What follows belongs to an exercise in optimizing a design on an open flow for small area; a production flow would make more cautious choices. RTL that was checked went through simulation tests only; none was proved equivalent to the original. Power is estimated from default activity; no workload was simulated.

Setup of the previous run:
==> flow/design.v <==
`timescale 1ns/1ps
module riscvTop (
   input  logic        CLK,
   input  logic        RSTn,
   output logic        iMemCsn,
   output logic [11:0] iMemAddr,    
   input  logic [31:0] iMemData,
   output logic        dMemCsn,
   output logic [11:0] dMemAddr,    
   output logic [31:0] dMemDout,
   input  logic [31:0] dMemData,
   output logic        dMemWen,
   output logic        rfWe,
   output logic [4:0]  rfRa1,
   output logic [4:0]  rfRa2,
   output logic [4:0]  rfWa,
   input  logic [31:0] rfRd1,
   input  logic [31:0] rfRd2,
   output logic [31:0] rfWd,
   output logic        halt,
   output logic [31:0] numInst
);
   logic [9:0]  pc;       
   logic [3:0]  ph;
   logic [31:0] r;
   logic [3:1]  prev;    
   logic        carry, eq;
   wire [31:0] ins = iMemData;
   wire [2:0]  f3  = ins[14:12];
   wire isJal   = ins[3];
   wire isLui   = ins[2] & ~ins[3];
   wire isSys   = ins[6] & ins[4];
   wire isBr    = ins[6] & ~ins[4] & ~ins[2];
   wire isLoad  = ~ins[5] & ~ins[4];
   wire isStore = ~ins[6] & ins[5] & ~ins[4];
   wire isImm   = ~ins[5] & ins[4];
   wire isAlu   = ~ins[6] & ins[4] & ~ins[2];    
   wire isReg   = isAlu & ins[5];
   wire regWr   = isAlu | isLui | isJal | isLoad;
   wire aluOp   = isAlu & ~p2;
   wire isSll   = aluOp & (f3 == 3'b001);
   wire isSrl   = aluOp & (f3 == 3'b101);
   wire isSlt   = aluOp & (f3 == 3'b010);
   wire isLogic = aluOp & f3[2] & (f3[1] | ~f3[0]);    
   wire isSub   = ~p2 & ((isReg & (f3 == 3'b000) & ins[30]) | (isAlu & (f3 == 3'b010)) | isBr);
   wire p2    = ph[3] & ~ph[2];             
   wire prime = (ph == 4'd15);
   wire wr    = ph[3] & ~ph[1] & ~ph[0];    
   wire [2:0] dig = ph[2:0];
   wire [4:0] shamt = isImm ? ins[24:20] : rfRd2[4:0];
   wire       frac  = |shamt[1:0];
   logic [3:0] ri;
   logic [1:0] fs;
   always_comb begin
      fs = 2'd0;
      if (isSrl)      fs = -shamt[1:0];
      else if (isSll) fs = shamt[1:0];
   end
   wire [3:0] first = isSrl ? {1'b0, shamt[4:2]} : isSll ? {1'b1, ~shamt[4:2]} : 4'hf;
   wire       setup = (ph == 4'd14);
   wire       hold  = prime & isSrl & ~frac;
   always_ff @(posedge CLK) ri <= setup ? first : ri + {3'd0, ~hold};
   wire       usePc   = isJal | p2;
   wire       inRange = ~ri[3] & ~isLui & ~usePc;
   logic [3:0] pcDig;
   always_comb begin
      case (dig)
         3'd0: pcDig = {pc[1:0], 2'b00};
         3'd1: pcDig = pc[5:2];
         3'd2: pcDig = pc[9:6];
         default: pcDig = 4'd0;
      endcase
   end
   wire [3:0] cur = inRange ? rfRd1[{ri[2:0], 2'b00} +: 4] : (usePc ? pcDig : 4'd0);
   logic [3:0] opA;
   always_comb begin
      case (fs)
         2'd0: opA = cur;
         2'd1: opA = {cur[2:0], prev[3]};
         2'd2: opA = {cur[1:0], prev[3:2]};
         default: opA = {cur[0], prev[3:1]};
      endcase
   end
   wire taken = isJal | (isBr & (eq ^ ins[12]));
   wire useS  = isStore | isBr;
   logic [3:0] immIS;
   always_comb begin
      case (dig)
         3'd0: immIS = useS ? ins[10:7] : ins[23:20];
         3'd1: immIS = {ins[27:25], useS ? ins[11] : ins[24]};
         3'd2: immIS = {p2 ? (isJal ? ins[20] : ins[7]) : ins[31], ins[30:28]};
         default: immIS = {4{ins[31]}};
      endcase
   end
   wire [3:0] four   = {1'b0, dig == 3'd0, 2'b00};
   wire [3:0] immU   = (dig < 3'd3) ? 4'd0 : ins[{dig, 2'b00} +: 4];
   wire [3:0] rs2Dig = rfRd2[{dig, 2'b00} +: 4];
   logic [3:0] opB;
   always_comb begin
      if (p2)                opB = taken ? immIS : four;
      else if (isReg | isBr) opB = rs2Dig;
      else if (isLui)        opB = immU;
      else if (isJal)        opB = four;
      else                   opB = immIS;
   end
   wire isShift = isSll | isSrl;
   wire [3:0] bx = (opB ^ {4{isSub}}) & {4{~isShift}};
   wire [3:0] p  = opA ^ bx;
   wire [3:0] g  = opA & bx;
   wire X = ~isSlt & ~(isLogic & f3[1] & f3[0]);
   wire A = ~isSlt & ~isLogic;
   wire O = isLogic & f3[1];
   logic [4:0] c;
   logic [3:0] out;
   always_comb begin
      c[0] = carry;
      for (int i = 0; i < 4; i++) begin
         out[i]   = ((p[i] & X) ^ (c[i] & A)) | (g[i] & O);
         c[i + 1] = g[i] | (p[i] & c[i]);
      end
   end
   wire lt  = ~c[4] ^ opA[3] ^ opB[3];
   wire p1dig = ~ph[3];
   wire last1 = p1dig & (dig == 3'd7);    
   always_ff @(posedge CLK) begin
      r     <= {out, r[31:4]};
      prev  <= cur[3:1];
      carry <= prime ? isSub : c[4] & ~last1;
      eq    <= (last1 & isSlt) ? lt : ((p1dig & (dig == 3'd0)) | eq) & (~p1dig | (out == 4'd0));
   end
   wire last = p2 & ph[1];                  
   always_ff @(posedge CLK) begin
      if (RSTn) begin
         ph   <= 4'd14;
         pc   <= 10'd0;
         halt <= 1'b0;
      end else begin
         case (ph)
            4'd10:   ph <= 4'd14;
            default: ph <= ph + 4'd1;
         endcase
         if (last && !isSys) pc <= {out, r[31:26]};
         if (wr && isSys) halt <= 1'b1;
      end
   end
   logic       cc, clr;
   wire        rot = p1dig & ~halt;
   wire [4:0]  inc = {1'b0, clr ? 4'd0 : numInst[3:0]} + {4'd0, (dig == 3'd0) | cc};
   always_ff @(posedge CLK) begin
      cc <= inc[4];
      if (rot) numInst <= {inc[3:0], numInst[31:4]};
      if (RSTn) clr <= 1'b1;
      else if (rot && dig == 3'd7) clr <= 1'b0;
   end
   assign iMemCsn  = 1'b0;
   assign iMemAddr = {pc, 2'b00};
   assign rfRa1    = ins[19:15];
   assign rfRa2    = ins[24:20];
   assign rfWa     = ins[11:7];
   assign rfWe     = wr & regWr & (ins[11:7] != 5'd0);
   assign rfWd     = isLoad ? dMemData : {r[31:1], r[0] | (isAlu & (f3 == 3'b010) & eq)};
   assign dMemCsn  = 1'b0;
   assign dMemWen  = ~(wr & isStore);
   assign dMemAddr = r[13:2];
   assign dMemDout = rfRd2;
endmodule
clock: 7.0 ns
lec_check: 0
cap_margin: 20
core_margin: 2
core_utilization: 55
cts_buf_list: sky130_fd_sc_hd__clkbuf_8
slew_margin: 20
standard.sh (not shown) runs the stock make flow with config.mk's settings and CLKGATE_MAP_FILE= SYNTH_SCRIPT=/design/flow/synth_recipe.tcl, a recipe that flattens the netlist after the stock synthesis.
==> flow/flow/run.sh <==
#!/bin/bash
# The standard ORFS layout (standard.sh), with these changes:
#  - synthesis: ABC maps the combinational logic for area
#    (flow/abc_area.script, in place of ORFS's delay-oriented abc_speed.script)
#    and adders are left to ABC as well instead of being mapped to the
#    library's half and full adders (ADDER_MAP_FILE empty). Everything else in
#    synthesis, including the flip-flops, their cell types and their names, is
#    ORFS's own;
#  - placement: the port buffers are the smallest buffer (buf_1) instead of
#    the cell buffer_ports picks; the resizer still upsizes any that timing,
#    slew or capacitance need;
#  - clock tree: clkbuf_8 buffers and no dummy loads.
# ORFS's logs are under orfs/logs/; make's own output is in standard_make.log.
set -euo pipefail
rm -rf scripts_local
cp -r "$FLOW_HOME/scripts" scripts_local
cp flow/abc_area.script scripts_local/abc_speed.script
export SCRIPTS_DIR="$PWD/scripts_local"
export ADDER_MAP_FILE=
export BUFFER_PORTS_ARGS="-buffer_cell sky130_fd_sc_hd__buf_1"
export CTS_ARGS="-sink_clustering_enable -repair_clock_nets -buf_list sky130_fd_sc_hd__clkbuf_8 -dont_use_dummy_load"
bash standard.sh > standard_make.log 2>&1
==> flow/flow/abc_area.script <==
strash
&get -n
&st
&syn2
&synch2
&put
dch -f
amap
strash
dch -f
amap
topo
stime -c
> inputs changed (the previous run -> the current run)
# the previous run
export LEC_CHECK = 0
export CAP_MARGIN = 20
export CORE_MARGIN = 2
export CORE_UTILIZATION = 55
export CTS_BUF_LIST = sky130_fd_sc_hd__clkbuf_8
export SLEW_MARGIN = 20
create_clock -name core_clock -period 7.0 [get_ports {CLK}]
# the current run
export LEC_CHECK = 0
export CAP_MARGIN = 20
export CORE_MARGIN = 2
export CORE_UTILIZATION = 30
export CTS_BUF_LIST = sky130_fd_sc_hd__clkbuf_8
export SLEW_MARGIN = 20
create_clock -name core_clock -period 7.0 [get_ports {CLK}]
[summary]
- In the flow results for the current run and the previous run, the placed instance count is smaller on the previous run.
- The current run against the previous run; final cell count without fillers is up by more than 10%.
- Maximum single-stage delay on the critical path (lower): the previous run
- The current run vs the previous run on highest attainable clock frequency: the current run is the lower one.
- The previous run → the current run: met1 demand-to-capacity share in global routing went down; overflow left after global routing did not really move; area of all placed cells without fillers went up; clock-pin slew on the worst setup and hold paths went down; worst setup slack went down.

## run A
// riscvTop: RTL as listed in full above, without the edits since
clock: 7.0 ns
lec_check: 0
cap_margin: 20
core_margin: 2
core_utilization: 40
cts_buf_list: sky130_fd_sc_hd__clkbuf_8
slew_margin: 20
==> flow/flow/run.sh <==
#!/bin/bash
# Standard ORFS layout with two changes:
#  - ABC maps the combinational logic for area (flow/abc_area.script) instead
#    of ORFS's delay-oriented script, and adders are left to ABC too instead
#    of being mapped to the library's half and full adders (no
#    ADDER_MAP_FILE); everything else in synthesis, including the flip-flops
#    and their names, is unchanged;
#  - the port buffers are the smallest buffer (buf_1); the resizer still
#    upsizes any that timing, slew or capacitance need.
set -euo pipefail
rm -rf scripts_local
cp -r "$FLOW_HOME/scripts" scripts_local
cp flow/abc_area.script scripts_local/abc_speed.script
export SCRIPTS_DIR="$PWD/scripts_local"
export ADDER_MAP_FILE=
export BUFFER_PORTS_ARGS="-buffer_cell sky130_fd_sc_hd__buf_1"
export CTS_ARGS="-sink_clustering_enable -repair_clock_nets -buf_list sky130_fd_sc_hd__clkbuf_8 -dont_use_dummy_load"
bash standard.sh > standard_make.log 2>&1
Scripts as last shown in full above: flow/flow/abc_area.script
Run A completed; timing, DRC and antenna clean
> inputs changed (run A -> run B)
==> flow/flow/run.sh <==
#!/bin/bash
# Standard ORFS layout with two changes:
#  - ABC maps the combinational logic for area (flow/abc_area.script) instead
#    of ORFS's delay-oriented script; everything else in synthesis, including
#    the flip-flops and their names, is unchanged;
#  - the port buffers are the smallest buffer (buf_1); the resizer still
#    upsizes any that timing, slew or capacitance need.
set -euo pipefail
rm -rf scripts_local
cp -r "$FLOW_HOME/scripts" scripts_local
cp flow/abc_area.script scripts_local/abc_speed.script
export SCRIPTS_DIR="$PWD/scripts_local"
export BUFFER_PORTS_ARGS="-buffer_cell sky130_fd_sc_hd__buf_1"
export CTS_ARGS="-sink_clustering_enable -repair_clock_nets -buf_list sky130_fd_sc_hd__clkbuf_8 -dont_use_dummy_load"
bash standard.sh > standard_make.log 2>&1
Findings:
Looking at total power density per cell area across run B and run A, the one that comes out higher is run B.
Run A → run B: final critical delay including setup and external delays now smaller, final cell count decreased about 1.2%.
Between run B and run A, the total power is lower for run A.
Run A → run B: half-perimeter wire length of the detailed placement result shows an increase of about 0.8%, combinational group share of total power rose by 7.2 points, share of the clock period used by the worst path went down, fraction of the core area covered by cells at the end of the flow has decreased.
Compared with run A, in run B buffers inserted during post-CTS setup optimization barely changed, wire length climbed about 1.1%.
Worst hold slack: run A vs run B, no meaningful difference
Changes in run C relative to run B:
- an added GPL_TIMING_DRIVEN of 0
==> flow/flow/run.sh <==
#!/bin/bash
# The standard ORFS layout (standard.sh), with these changes:
#  - synthesis: ABC maps the combinational logic for area
#    (flow/abc_area.script, in place of ORFS's delay-oriented abc_speed.script)
#    and adders are left to ABC as well instead of being mapped to the
#    library's half and full adders (ADDER_MAP_FILE empty). Everything else in
#    synthesis, including the flip-flops, their cell types and their names, is
#    ORFS's own;
#  - placement: the port buffers are the smallest buffer (buf_1) instead of
#    the cell buffer_ports picks; the resizer still upsizes any that timing,
#    slew or capacitance need;
#  - clock tree: clkbuf_8 buffers and no dummy loads.
# ORFS's logs are under orfs/logs/; make's own output is in standard_make.log.
set -euo pipefail
rm -rf scripts_local
cp -r "$FLOW_HOME/scripts" scripts_local
cp flow/abc_area.script scripts_local/abc_speed.script
export SCRIPTS_DIR="$PWD/scripts_local"
export ADDER_MAP_FILE=
export BUFFER_PORTS_ARGS="-buffer_cell sky130_fd_sc_hd__buf_1"
export CTS_ARGS="-sink_clustering_enable -repair_clock_nets -buf_list sky130_fd_sc_hd__clkbuf_8 -dont_use_dummy_load"
bash standard.sh > standard_make.log 2>&1
Results
- From run B to run C the numbers moved as follows: width of the die dropped 1.1 um, synthesized area lower, setup slack after layout decreased 670 ps, total of fill cells in the finished design decreased by 34 relative to the old numbers, floorplan row count saw a decrease.
- Run C vs. run B: cell count has increased; global-route usage has increased.
What run D does differently from run C at the input level:
- removing GPL_TIMING_DRIVEN (formerly 0)
==> run summary <==
Compared with run C, in run D synthesized-area fraction occupied by ao, oa, aoi and oai cells roughly the same, post-route minimum period lower. Worst-case headroom to the max-slew limit in run D vs run C: up 3.3 points. Of run C and run D, run D shows the lower wire length of the first global-routing pass, with run C above it.

Setup of v17:
riscvTop, a different RTL version from the one above (not shown whole).
For scale: about 0.0051 mm^2 of cells after synthesis.
Settings: LEC_CHECK=0, CAP_MARGIN=20, CORE_MARGIN=2, CORE_UTILIZATION=40, CTS_BUF_LIST=sky130_fd_sc_hd__clkbuf_8, GPL_ROUTABILITY_DRIVEN=0, SLEW_MARGIN=20; clock period 7.0 ns.
==> flow/flow/run.sh <==
#!/bin/bash
# Standard ORFS layout with two changes:
#  - ABC maps the combinational logic for area (flow/abc_area.script) instead
#    of ORFS's delay-oriented script; everything else in synthesis, including
#    the flip-flops and their names, is unchanged;
#  - the port buffers are the smallest buffer (buf_1); the resizer still
#    upsizes any that timing, slew or capacitance need.
set -euo pipefail
rm -rf scripts_local
cp -r "$FLOW_HOME/scripts" scripts_local
cp flow/abc_area.script scripts_local/abc_speed.script
export SCRIPTS_DIR="$PWD/scripts_local"
export BUFFER_PORTS_ARGS="-buffer_cell sky130_fd_sc_hd__buf_1"
export CTS_ARGS="-sink_clustering_enable -repair_clock_nets -buf_list sky130_fd_sc_hd__clkbuf_8 -dont_use_dummy_load"
bash standard.sh > standard_make.log 2>&1
Scripts as last shown in full above: flow/flow/abc_area.script
Modified inputs, v34 compared to v17
diff --git a/flow/config.mk b/flow/config.mk
--- a/flow/config.mk
+++ b/flow/config.mk
@@ -10 +10 @@
-export CORE_UTILIZATION = 40
+export CORE_UTILIZATION = 55
@@ -12 +12 @@
-export GPL_ROUTABILITY_DRIVEN = 0
+export PLACE_DENSITY = 0.75
==> run summary <==
- v34: flow completed, timing, DRC and antenna clean
- Diff v17 -> v34: via count +135, number of instances in the synthesized netlist neither gained nor lost much, design area lost about 1.3%.
For v52, these inputs were changed with respect to v34:
diff --git a/flow/config.mk b/flow/config.mk
--- a/flow/config.mk
+++ b/flow/config.mk
@@ -10 +10 @@
-export CORE_UTILIZATION = 55
+export CORE_UTILIZATION = 40
@@ -12 +11,0 @@
-export PLACE_DENSITY = 0.75
==> comparison <==
v52 went all the way through the flow, and no timing, DRC or antenna check failed.
Detailed-router iteration count before antenna repair: v52 vs v34 down 2
Status: power of the combinational group parity (v34, v52)
Taking v34 as the reference, in v52 clock network fraction of total power now smaller; relative area of non-clock buffer cells in the final design level; finished layout cell area rose 1.5%; die area saw an increase; share of power burned in registers moved down.
Looking only at power, and setting everything else aside, the higher value of v34 and v52 goes to v52.
Against v34 as the reference, v52 delivers a lower vias after detailed routing.
No functional check of the RTL was part of any run of this note.

riscvTop, a different RTL version from the one above (not shown whole).
Size in the first run: ~550 cells after synthesis, about 270 I/O pins, about 5100 um^2 of cells after synthesis.
clock: 7.0 ns
lec_check: 0
cap_margin: 20
core_margin: 2
core_utilization: 40
cts_buf_list: sky130_fd_sc_hd__clkbuf_8
slew_margin: 20
==> flow/flow/run.sh <==
#!/bin/bash
# Standard ORFS layout with two changes:
#  - ABC maps the combinational logic for area (flow/abc_area.script) instead
#    of ORFS's delay-oriented script; everything else in synthesis, including
#    the flip-flops and their names, is unchanged;
#  - the port buffers are the smallest buffer (buf_1); the resizer still
#    upsizes any that timing, slew or capacitance need.
set -euo pipefail
rm -rf scripts_local
cp -r "$FLOW_HOME/scripts" scripts_local
cp flow/abc_area.script scripts_local/abc_speed.script
export SCRIPTS_DIR="$PWD/scripts_local"
export BUFFER_PORTS_ARGS="-buffer_cell sky130_fd_sc_hd__buf_1"
export CTS_ARGS="-sink_clustering_enable -sink_clustering_levels 1 -repair_clock_nets -buf_list sky130_fd_sc_hd__clkbuf_8 -dont_use_dummy_load"
bash standard.sh > standard_make.log 2>&1
Scripts as last shown in full above: flow/flow/abc_area.script
==> next run, changes <==
--- a/flow/flow/run.sh
+++ b/flow/flow/run.sh
@@ -12,4 +12,4 @@
 export SCRIPTS_DIR="$PWD/scripts_local"
 export BUFFER_PORTS_ARGS="-buffer_cell sky130_fd_sc_hd__buf_1"
-export CTS_ARGS="-sink_clustering_enable -sink_clustering_levels 1 -repair_clock_nets -buf_list sky130_fd_sc_hd__clkbuf_8 -dont_use_dummy_load"
+export CTS_ARGS="-sink_clustering_enable -repair_clock_nets -buf_list sky130_fd_sc_hd__clkbuf_8 -dont_use_dummy_load"
 bash standard.sh > standard_make.log 2>&1
Worst setup slack stays the same.
Die area is unchanged.
Wire length is unchanged.
Critical path depth stays the same.
Cell area stays the same.
Clock skew stays the same.
First-iteration DRC count stays the same.
==> next run, changes <==
--- a/flow/flow/run.sh
+++ b/flow/flow/run.sh
@@ -12,4 +12,4 @@
 export SCRIPTS_DIR="$PWD/scripts_local"
 export BUFFER_PORTS_ARGS="-buffer_cell sky130_fd_sc_hd__buf_1"
-export CTS_ARGS="-sink_clustering_enable -repair_clock_nets -buf_list sky130_fd_sc_hd__clkbuf_8 -dont_use_dummy_load"
+export CTS_ARGS="-sink_clustering_enable -sink_clustering_size 30 -sink_clustering_max_diameter 60 -repair_clock_nets -buf_list sky130_fd_sc_hd__clkbuf_8 -dont_use_dummy_load"
 bash standard.sh > standard_make.log 2>&1
After rerunning: The changed run went through all stages and came out clean. Sequential cell count is unchanged. Area after synthesis is unchanged. Core utilization does not change. Wire length stays the same.

## static timing again, ports no longer ideal
Ports are ideal in the flow. The routed layouts listed here were re-timed in OpenROAD.
Step 1 sets driving cells, clkbuf_16 on the clock port and buf_2 on the other inputs (assumed; they add their load-dependent delay and slew).
Step 2 times the ports against the registers' clock, not the clock port: input delays grow and output delays shrink by t, the midpoint of the rising clock arrivals with the driver on.
Slacks: no drivers / after step 1 / after step 2; pairs: no drivers / after step 1.
| run | t (ns) | slack for setup (ns) | worst hold slack (ns) | worst slew at a driven data input, ns |
|---|---|---|---|---|
| the previous run | 0.373 | 0.928 / 0.896 / 0.523 | 0.327 / 0.327 / 0.327 | 0.07 |
| the current run | 0.384 | 0.850 / 0.837 / 0.453 | 0.341 / 0.341 / 0.341 | 0.05 |
| run A | 0.384 | 0.866 / 0.830 / 0.446 | 0.350 / 0.350 / 0.350 | 0.07 |
| run B | 0.367 | 1.387 / 1.392 / 1.025 | 0.348 / 0.348 / 0.348 | 0.06 |
| run C | 0.378 | 0.718 / 0.674 / 0.296 | 0.336 / 0.336 / 0.336 | 0.08 |
| run D | 0.384 | 0.866 / 0.830 / 0.446 | 0.350 / 0.350 / 0.350 | 0.07 |
| v17 | 0.382 | 1.115 / 1.127 / 0.745 | 0.355 / 0.355 / 0.355 | 0.05 |
| v34 | 0.377 | 1.031 / 1.030 / 0.653 | 0.327 / 0.327 / 0.327 | 0.04 |
| v52 | 0.402 | 1.134 / 1.142 / 0.740 | 0.326 / 0.326 / 0.326 | 0.05 |
| the first run of note 4 | 0.382 | 1.221 / 1.226 / 0.844 | 0.355 / 0.355 / 0.355 | 0.04 |
| the second run of note 4 | 0.382 | 1.221 / 1.226 / 0.844 | 0.355 / 0.355 / 0.355 | 0.04 |
| the third run of note 4 | 0.382 | 1.221 / 1.226 / 0.844 | 0.355 / 0.355 / 0.355 | 0.04 |
After both steps setup and hold are still met in every run listed. For run C, which loses most, drivers alone change the setup slack by -0.044 ns; drivers and shift together by -0.422 ns.
